What follows belongs to an exercise in optimizing a design on an open flow for small area; a production flow would make more cautious choices.
The RTL was checked by simulation tests, not by an equivalence proof against the original design.

==> module recip_divider, before the edit <==
module recip_divider (
    input  wire        clk,
    input  wire        load,
    input  wire        done,
    input  wire [22:0] nm_in,       
    input  wire [22:0] nm3_in,      
    input  wire        sign_in,     
    input  wire        sat_in,      
    output wire [19:0] rec_word,    
    output wire        rec_neg      
);
    logic [19:0] rem, q;            
    logic [22:0] nm1, nm3;          
    logic        sign_cur, sat_cur, sign_done, sat_done;
    logic [19:0] r;
    logic [4:0]  qb;
    function automatic logic [21:0] r4(input logic [19:0] rin, input logic [22:0] n1,
                                       input logic [22:0] n3);
        logic [22:0] t, e1, e2, e3;
        logic [1:0]  v;
        logic [19:0] rn;
        t  = {2'b00, rin, 1'b0};
        e1 = t + n1;
        e2 = t + {n1[21:0], 1'b0};
        e3 = t + n3;
        if (!e3[22])      begin v = 2'd3; rn = e3[18:0] << 1; end
        else if (!e2[22]) begin v = 2'd2; rn = e2[18:0] << 1; end
        else if (!e1[22]) begin v = 2'd1; rn = e1[18:0] << 1; end
        else              begin v = 2'd0; rn = t[18:0] << 1;  end
        r4 = {v, rn};
    endfunction
    always_comb begin
        logic [21:0] s1, s2;
        logic [20:0] e;
        s1 = r4(rem, nm1, nm3);
        s2 = r4(s1[19:0], nm1, nm3);
        e  = {1'b0, s2[19:0]} + nm1[20:0];
        qb = {s1[21:20], s2[21:20], ~e[20]};
        r  = (e[20] ? s2[18:0] : e[18:0]) << 1;
    end
    always_ff @(posedge clk) begin
        q <= {q[14:0], qb};
        if (load) begin
            rem      <= 20'd2048;
            nm1      <= nm_in;
            nm3      <= nm3_in;
            sign_cur <= sign_in;
            sat_cur  <= sat_in;
        end else begin
            rem <= r;
        end
        if (done) begin
            sign_done <= sign_cur;
            sat_done  <= sat_cur;
        end
    end
    assign rec_word = sat_done ? (sign_done ? 20'h80000 : 20'h7FFFF) : q;
    assign rec_neg  = ~sat_done & sign_done;
endmodule
make LEC_CHECK=0 CAP_MARGIN=20 CORE_MARGIN=2 CORE_UTILIZATION=65 CTS_BUF_LIST=sky130_fd_sc_hd__clkbuf_8 PLACE_DENSITY=0.75 SLEW_MARGIN=20 finish   # period 12.0 ns
run.sh (not shown) runs the stock make flow with config.mk's settings and CLKGATE_MAP_FILE= SYNTH_SCRIPT=/design/flow/synth_recipe.tcl, a recipe that flattens the netlist after the stock synthesis.
Next try:
--- a/flow/design.v
+++ b/flow/design.v
@@ -16,8 +16,27 @@
     logic        sign_cur, sat_cur, sign_done, sat_done;
     logic [19:0] r;
     logic [4:0]  qb;
     function automatic logic [21:0] r4(input logic [19:0] rin, input logic [22:0] n1,
+                                       input logic [22:0] n3);
+        logic [22:0] t, sel, e;
+        logic        g1, g2, g3;
+        logic [1:0]  v;
+        t  = {2'b00, rin, 1'b0};
+        g1 = ~((t + n1) >> 22);
+        g2 = ~((t + {n1[21:0], 1'b0}) >> 22);
+        g3 = ~((t + n3) >> 22);
+        v  = g3 ? 2'd3 : (g2 ? 2'd2 : (g1 ? 2'd1 : 2'd0));
+        case (v)
+            2'd0: sel = 23'd0;
+            2'd1: sel = n1;
+            2'd2: sel = {n1[21:0], 1'b0};
+            default: sel = n3;
+        endcase
+        e  = t + sel;
+        r4 = {v, e[18:0], 1'b0};
+    endfunction
+    function automatic logic [21:0] r4s(input logic [19:0] rin, input logic [22:0] n1,
                                        input logic [22:0] n3);
         logic [22:0] t, e1, e2, e3;
         logic [1:0]  v;
         logic [19:0] rn;
@@ -28,15 +47,15 @@
         if (!e3[22])      begin v = 2'd3; rn = e3[18:0] << 1; end
         else if (!e2[22]) begin v = 2'd2; rn = e2[18:0] << 1; end
         else if (!e1[22]) begin v = 2'd1; rn = e1[18:0] << 1; end
         else              begin v = 2'd0; rn = t[18:0] << 1;  end
-        r4 = {v, rn};
+        r4s = {v, rn};
     endfunction
     always_comb begin
         logic [21:0] s1, s2;
         logic [20:0] e;
         s1 = r4(rem, nm1, nm3);
-        s2 = r4(s1[19:0], nm1, nm3);
+        s2 = r4s(s1[19:0], nm1, nm3);
         e  = {1'b0, s2[19:0]} + nm1[20:0];
         qb = {s1[21:20], s2[21:20], ~e[20]};
         r  = (e[20] ? s2[18:0] : e[18:0]) << 1;
     end
After rerunning: The changed run finished clean; final cell count came out lower by 1.2%; via count goes down by about 4%; hold slack is worse by 0.010 ns; design area decreases by 0.90%; global-route usage is lower by 1.8 points; wire length fell by 6.8%; first-iteration DRC count goes down by 9.4%; utilization rose by 0.59 points; non-clock buffer count rose by 16.

==> re-timing with driven ports <==
In the flow no input, the clock included, has a driving cell. The finished layouts below were timed again as built, in two steps.
Step 1: set_driving_cell puts a clkbuf_16 on clk and a buf_2 on each other input, an assumption about the parent block.
Step 2 adds t to the input delays and takes it off the output delays; t is the mean of the earliest and latest rising clock arrival at the registers after step 1. Input paths then give back, and output paths get back, about the clock's delay inside the block.
Slacks: no drivers / after step 1 / after step 2; pairs: no drivers / after step 1.
run | t, ns | setup WS [ns] | latest minus earliest clock arrival (ns) | slew at the worst register clock pin (ns) | cell pins on the clock port's net
the first run | 0.865 | 0.486 / 0.486 / 0.486 | 0.086 / 0.085 | 0.08 / 0.08 | 1
the second run | 0.800 | 0.547 / 0.547 / 0.547 | 0.046 / 0.046 | 0.08 / 0.08 | 1
After both steps every run listed still meets setup and hold.
